Background: an optimization exercise with open tools, aiming at small area, a short achievable clock period and few clock cycles per item. Do not read the settings as production practice. Where RTL was checked, it was by simulation tests only, not by an equivalence proof against the original.

Setup of alpha:
// expr_eval_top
module expr_eval_top (
	input  logic                     clk_2,
	input  logic                     rst_n,
	input  logic                     in_valid,
	input  expr_token_pkg::tok_val_t tok_in,
	input  logic                     op_flag,
	input  logic                     mode,
	output logic                     out_valid,
	output expr_token_pkg::result_t  result
);
Size: ~400 flip-flops, ~27000 um2 of cells after synthesis.
export LEC_CHECK = 0
export CAP_MARGIN = 20
export CORE_MARGIN = 2
export CORE_UTILIZATION = 40
export SLEW_MARGIN = 20
create_clock -name core_clock -period 10.0 [get_ports {clk_2}]
standard.sh (not shown) runs the stock make flow with config.mk's settings and CLKGATE_MAP_FILE= SYNTH_SCRIPT=/design/flow/synth_recipe.tcl, a recipe that flattens the netlist after the stock synthesis.
==> flow/flow/run.sh <==
#!/bin/bash
# Standard layout, with timing repair aiming for more setup slack.
set -euo pipefail
bash standard.sh SETUP_SLACK_MARGIN=7 finish > standard_flow.log 2>&1
For beta, these inputs were changed with respect to alpha:
--- a/flow/design.v
+++ b/flow/design.v
@@ -27,15 +27,15 @@
 	input  expr_token_pkg::result_t  acc,
 	output expr_token_pkg::result_t  t,      
 	output expr_token_pkg::result_t  u,      
 	output expr_token_pkg::result_t  y_mul
 );
 	typedef expr_token_pkg::result_t word_t;
 	logic [32:0] tc;
-	assign tc = {p ^ {32{ninv}}, 1'b1} + {q ^ {32{qinv}}, cin};
+	assign tc = {p ^ {32{ninv}}, 1'b1} + {q, cin};
 	assign t  = tc[32:1];
 	assign u  = (p ~^ q) + ((p | q) << 1);
 	logic  one0, two0, neg0, one1, two1, use_acc;
 	word_t r0, r1;
 	logic [32:0] cpa;
 	assign {one0, two0, neg0, one1, two1, use_acc} = bsel;
 	assign r0 = ({32{one0}} & mcand | {32{two0}} & (mcand << 1)) ^ {32{neg0}};
@@ -196,16 +196,16 @@
 		.o_push_has (o_push_has),
 		.o_set_has  (o_set_has)
 	);
 	word_t p, q, y, t, u, y_mul, mcand;
 	logic  is_mul, mul_slow, mul_setup, mul_iter, fin;
 	logic  cs0_fit, x_fit, x_last;
 	assign p = x;
-	assign q = {{29{mcs_r}} & cs[0][31:3],
-	            cfg_r ? (ts[0] ? cs[0][2:0] : ls[0]) : c0[2:0]};
+	assign q = {{29{mcs_r}} & cs[0][31:3] | {29{qinv_r}},
+	            mcs_r ? cs[0][2:0] : cfg_r ? ls[0] : (c0[2:0] ^ {3{qinv_r}})};
 	assign cs0_fit = (cs[0][31:3] == 29'd0) || (cs[0][31:3] == {29{1'b1}});
 	assign x_fit   = (x[31:3] == 29'd0) || (x[31:3] == {29{1'b1}});
 	assign x_last  = xlast;
 	assign is_mul    = alu_go && (aop == 3'd2);
 	assign mul_slow  = cfg_sx && ts[0] && !xl;
 	assign mul_setup = is_mul && mul_slow && !busy;
 	assign mul_iter  = is_mul && mul_slow && busy && !x_last;
Results
- Between alpha and beta, largest net degree at the start of global routing decreased.
- Between beta and alpha, post-synthesis to final-layout area growth is lower for alpha, beta comes in above that.
- Of beta and alpha, it is beta that has the lower number of well taps.
- Compared with alpha, design area in beta increased slightly.
- Compared to alpha, beta has routed length on met3 about 6% higher.
Testbench counts of beta, summed over its fixed seeds: cycles 21,040, frames 1,600.
The RTL of alpha was laid out without a check of its function.

Another version of the RTL of expr_eval_top (not shown whole).
Size: about 2,400 cells after synthesis, ~410 flip-flops, ~41 I/O pins, ~25,000 um^2 of cells after synthesis.
Settings: LEC_CHECK=0, CAP_MARGIN=20, CORE_MARGIN=2, CORE_UTILIZATION=55, PLACE_DENSITY=0.75, SLEW_MARGIN=20; clock period 10.0 ns.
==> flow/flow/run.sh <==
#!/bin/bash
# Standard layout, with timing repair aiming for more setup slack.
set -euo pipefail
bash standard.sh SETUP_SLACK_MARGIN=6 finish > standard_flow.log 2>&1
Testbench counts at the start, summed over its fixed seeds: cycles 22,062, frames 1,600.
Next try:
--- a/flow/design.v
+++ b/flow/design.v
@@ -327,12 +327,16 @@
 		.ld_c0      (nx_ld_c0),
 		.ld_c1      (nx_ld_c1),
 		.o_push     (nx_o_push),
 		.o_push_has (nx_o_push_has),
 		.o_set_has  (nx_o_set_has)
 	);
+	logic       fx_cfg;
+	logic [2:0] fx_aop;
+	assign fx_cfg = pmode_d ? c0_d[3] : drn_d;
+	assign fx_aop = !pmode_d ? oop0_d : c0_d[3] ? c0_d[2:0] : c1_d[2:0];
 	always_ff @(posedge clk_2 or negedge rst_n) begin
 		if (!rst_n) begin
 			alu_go     <= 1'b0;
 			cfg_sx     <= 1'b0;
 			aop        <= 3'd0;
 			ncons      <= 2'd0;
@@ -355,15 +359,15 @@
 			o_set_has  <= nx_o_set_has;
 		end
 	end
 	logic [2:0] nd;
 	logic [5:0] nx_bsel;
 	logic       nx_mcs;
-	assign nx_mcs = nx_cfg_sx && ts0_d && !abs_setup;
+	assign nx_mcs = fx_cfg && ts0_d && !abs_setup;
 	always_comb begin
-		if (!nx_cfg_sx)   nd = c0_d[2:0];
+		if (!fx_cfg)   nd = c0_d[2:0];
 		else if (!ts0_d)  nd = ls0_d;
 		else              nd = xn_d[2:0];
 		if (busy_d) begin
 			nx_bsel = {xn_d[0] ^ pb_d,
 			           (xn_d[1] & ~xn_d[0] & ~pb_d) | (~xn_d[1] & xn_d[0] & pb_d),
 			           xn_d[1], 1'b0, 1'b0, 1'b1};
@@ -376,20 +380,20 @@
 			qls_r  <= 1'b0;
 			qtk_r  <= 1'b0;
 			sub_r  <= t[31];
 			pinv_r <= t[31];
 			qinv_r <= 1'b0;
 		end else begin
-			qls_r  <= nx_cfg_sx && !ts0_d;
-			qtk_r  <= !nx_cfg_sx;
-			sub_r  <= (nx_aop == 3'd1) || (nx_aop == 3'd4);
-			pinv_r <= ((nx_aop == 3'd1) || (nx_aop == 3'd4)) && nx_cfg_sx;
-			qinv_r <= ((nx_aop == 3'd1) || (nx_aop == 3'd4)) && !nx_cfg_sx;
+			qls_r  <= fx_cfg && !ts0_d;
+			qtk_r  <= !fx_cfg;
+			sub_r  <= (fx_aop == 3'd1) || (fx_aop == 3'd4);
+			pinv_r <= ((fx_aop == 3'd1) || (fx_aop == 3'd4)) && fx_cfg;
+			qinv_r <= ((fx_aop == 3'd1) || (fx_aop == 3'd4)) && !fx_cfg;
 		end
-		opk_r  <= {nx_aop > 3'd4, nx_aop == 3'd4, nx_aop == 3'd2, nx_aop == 3'd3,
-		           nx_aop == 3'd0 || nx_aop == 3'd1};
+		opk_r  <= {fx_aop > 3'd4, fx_aop == 3'd4, fx_aop == 3'd2, fx_aop == 3'd3,
+		           fx_aop == 3'd0 || fx_aop == 3'd1};
 		mcs_r  <= nx_mcs;
 		bsel_r <= {nx_bsel[5] & !nx_mcs, nx_bsel[5] & nx_mcs,
 		           nx_bsel[4] & !nx_mcs, nx_bsel[4] & nx_mcs, nx_bsel[3],
 		           nx_bsel[2] & !nx_mcs, nx_bsel[2] & nx_mcs,
 		           nx_bsel[1] & !nx_mcs, nx_bsel[1] & nx_mcs, nx_bsel[0]};
 	end
Routed wire length went down slightly.
Worst hold slack is about the same.
Maximum frequency went up by a little under a tenth.
Setup slack improves by 0.31 ns.
Area after synthesis went down slightly.
Synthesized cell count went down slightly.
Final area went down slightly.
Critical path depth went down by 9.
Clock-buffer cell count went down by 7.
Core utilization went down by 0.68 points.
Testbench counts after the change, summed over its fixed seeds: cycles 22,062, frames 1,600.

## P
Another version of the RTL of expr_eval_top (not shown whole).
For scale: roughly 2300 cells after synthesis, about 400 flip-flops, about 41 I/O pins.
clock: 10.0 ns
lec_check: 0
cap_margin: 20
core_margin: 2
core_utilization: 55
place_density: 0.75
slew_margin: 20
Scripts as last shown in full above: flow/flow/run.sh
Looking at the reports, P completed the entire flow and the layout it produced met the timing, DRC and antenna checks.
Testbench counts of P, summed over its fixed seeds: cycles 22,062, frames 1,600.
The inputs of Q differ from those of P as listed below.
-- flow/design.v --
<<< P, line 23
	input  expr_token_pkg::result_t  p,
	input  expr_token_pkg::result_t  q,
	input  expr_token_pkg::result_t  mcand,
	input  logic [5:0]               bsel,   
	input  expr_token_pkg::result_t  acc,
	output expr_token_pkg::result_t  t,      
>>> Q, line 23
	input  expr_token_pkg::result_t  p,
	input  expr_token_pkg::result_t  q,
	input  expr_token_pkg::result_t  mx,     
	input  expr_token_pkg::result_t  mc,     
	input  logic [9:0]               bsel,
	input  expr_token_pkg::result_t  acc,
	output expr_token_pkg::result_t  t,      
<<< P, line 33
	assign tc = {p ^ {32{ninv}}, 1'b1} + {q, cin};
	assign t  = tc[32:1];
	logic  one0, two0, neg0, one1, two1, use_acc;
	word_t r0, r1;
	logic [32:0] cpa;
	assign {one0, two0, neg0, one1, two1, use_acc} = bsel;
	assign r0 = ({32{one0}} & mcand | {32{two0}} & (mcand << 1)) ^ {32{neg0}};
	assign r1 = {32{one1}} & (mcand << 2) | {32{two1}} & (mcand << 3) | {32{use_acc}} & acc;
	assign cpa   = {r0, 1'b1} + {r1, neg0};
	assign y_mul = cpa[32:1];
>>> Q, line 34
	assign tc = {p ^ {32{ninv}}, 1'b1} + {q, cin};
	assign t  = tc[32:1];
	logic  o0x, o0c, t0x, t0c, neg0, o1x, o1c, t1x, t1c, use_acc;
	word_t r0, r1;
	logic [32:0] cpa;
	assign {o0x, o0c, t0x, t0c, neg0, o1x, o1c, t1x, t1c, use_acc} = bsel;
	assign r0 = ({32{o0x}} & mx | {32{o0c}} & mc | {32{t0x}} & (mx << 1) | {32{t0c}} & (mc << 1))
	          ^ {32{neg0}};
	assign r1 = {32{o1x}} & (mx << 2) | {32{o1c}} & (mc << 2) | {32{t1x}} & (mx << 3)
	          | {32{t1c}} & (mc << 3) | {32{use_acc}} & acc;
	assign cpa   = {r0, 1'b1} + {r1, neg0};
	assign y_mul = cpa[32:1];
<<< P, line 164
	logic [4:0] opk_r;       
	logic       mcs_r;       
	logic [5:0] bsel_r;      
	logic       tok_new, ended;
	logic [3:0] pins;
>>> Q, line 167
	logic [4:0] opk_r;       
	logic       mcs_r;       
	logic [9:0] bsel_r;      
	logic       tok_new, ended;
	logic [3:0] pins;
<<< P, line 176
	logic [2:0] aop;
	logic [1:0] ncons;
	word_t p, q, y, t, y_mul, mcand;
	logic  is_mul, mul_slow, mul_setup, mul_iter, abs_setup, fin;
	logic  cs0_fit, x_fit, x_last;
>>> Q, line 179
	logic [2:0] aop;
	logic [1:0] ncons;
	word_t p, q, y, t, y_mul;
	logic  is_mul, mul_slow, mul_setup, mul_iter, abs_setup, fin;
	logic  cs0_fit, x_fit, x_last;
<<< P, line 191
	assign abs_setup = alu_go && (aop == 3'd3) && !absb;
	assign fin       = alu_go && !mul_setup && !mul_iter && !abs_setup;
	assign mcand = mcs_r ? cs[0] : x;
	expr_alu u_alu (
		.ninv  (pinv_r),
>>> Q, line 194
	assign abs_setup = alu_go && (aop == 3'd3) && !absb;
	assign fin       = alu_go && !mul_setup && !mul_iter && !abs_setup;
	expr_alu u_alu (
		.ninv  (pinv_r),
<<< P, line 198
		.p     (p),
		.q     (q),
		.mcand (mcand),
		.bsel  (bsel_r),
		.acc   (acc),
>>> Q, line 200
		.p     (p),
		.q     (q),
		.mx    (x),
		.mc    (cs[0]),
		.bsel  (bsel_r),
		.acc   (acc),
<<< P, line 210
	assign y = {32{sel_t}} & t | {32{sel_m}} & y_mul | {32{sel_2}} & {t[30:0], 1'b0};
	assign x_t = (fin || abs_setup) && sel_t;
	assign result = out_valid ? x : '0;
	logic last_op, drained, comp, idle_fin, clr;
	assign last_op  = pmode || !ov[1];
>>> Q, line 213
	assign y = {32{sel_t}} & t | {32{sel_m}} & y_mul | {32{sel_2}} & {t[30:0], 1'b0};
	assign x_t = (fin || abs_setup) && sel_t;
	logic last_op, drained, comp, idle_fin, clr;
	assign last_op  = pmode || !ov[1];
<<< P, line 355
	logic [2:0] nd;
	logic [5:0] nx_bsel;
	always_comb begin
		if (!nx_cfg_sx)   nd = c0_d[2:0];
>>> Q, line 357
	logic [2:0] nd;
	logic [5:0] nx_bsel;
	logic       nx_mcs;
	assign nx_mcs = nx_cfg_sx && ts0_d && !abs_setup;
	always_comb begin
		if (!nx_cfg_sx)   nd = c0_d[2:0];
<<< P, line 383
		opk_r  <= {nx_aop > 3'd4, nx_aop == 3'd4, nx_aop == 3'd2, nx_aop == 3'd3,
		           nx_aop == 3'd0 || nx_aop == 3'd1};
		mcs_r  <= nx_cfg_sx && ts0_d && !abs_setup;
		bsel_r <= nx_bsel;
	end
	always_ff @(posedge clk_2 or negedge rst_n) begin
>>> Q, line 387
		opk_r  <= {nx_aop > 3'd4, nx_aop == 3'd4, nx_aop == 3'd2, nx_aop == 3'd3,
		           nx_aop == 3'd0 || nx_aop == 3'd1};
		mcs_r  <= nx_mcs;
		bsel_r <= {nx_bsel[5] & !nx_mcs, nx_bsel[5] & nx_mcs,
		           nx_bsel[4] & !nx_mcs, nx_bsel[4] & nx_mcs, nx_bsel[3],
		           nx_bsel[2] & !nx_mcs, nx_bsel[2] & nx_mcs,
		           nx_bsel[1] & !nx_mcs, nx_bsel[1] & nx_mcs, nx_bsel[0]};
	end
	always_ff @(posedge clk_2 or negedge rst_n) begin
<<< P, line 403
			absb      <= 1'b0;
			out_valid <= 1'b0;
		end else begin
			out_valid <= comp;
			c0v       <= c0v_d;
			c1v       <= c1v_d;
>>> Q, line 410
			absb      <= 1'b0;
			out_valid <= 1'b0;
			result    <= '0;
		end else begin
			out_valid <= comp;
			result    <= comp ? y : '0;
			c0v       <= c0v_d;
			c1v       <= c1v_d;
Notes after the runs:
The uppermost metal layer occupied by signal nets comes out met5 in one run and met4 in the other, namely in Q and P respectively. Largest net degree at the start of global routing was lower in P than in Q. Looking at area of the placeable core, Q sits about 8% higher than P does. Taking P as the reference, in Q count of unique library cells instantiated by Yosys now smaller; final cell area excluding filler cells now larger; number of tapcells now larger; global-route usage now larger; area fraction in and, or, nand and nor cells after synthesis now larger. In the reports for Q and P, the larger portion of the clock cycle consumed by the worst path in the final layout belongs to P. Taking P as the reference, in Q post-synthesis async set-or-reset flop share now sits higher; non-clock buffer count now sits higher. Of the two candidates, P has the better setup slack after placement and Q the worse one.
Testbench counts of Q, summed over its fixed seeds: cycles 22,062, frames 1,600.

## port drivers added, routing unchanged
Ports are ideal in the flow. The routed layouts listed here were re-timed in OpenROAD. Step 1 sets driving cells, clkbuf_16 on the clock port and buf_2 on the other inputs (assumed; they add their load-dependent delay and slew). Step 2 moves the port delays by t, midway between the first and last clock arrival at a register: inputs arrive t later, outputs are due t later. That takes back most of the time a late clock gives input paths. a / b / c = ideal ports / drivers / drivers and shift; a / b = the first two.
run	shift t [ns]	slack for setup (ns)	pins driven straight from the clock port
alpha	0.667	5.931 / 5.931 / 5.342	1
beta	0.653	5.653 / 5.653 / 5.048	1
the first run of note 2	0.643	5.706 / 5.706 / 5.179	1
the second run of note 2	0.641	6.018 / 5.964 / 5.647	1
P	0.629	5.855 / 5.855 / 5.396	1
Q	0.668	5.939 / 5.956 / 5.288	1
After both steps setup and hold are still met in every run listed. For Q, which loses most, drivers alone change the setup slack by +0.017 ns; drivers and shift together by -0.651 ns.
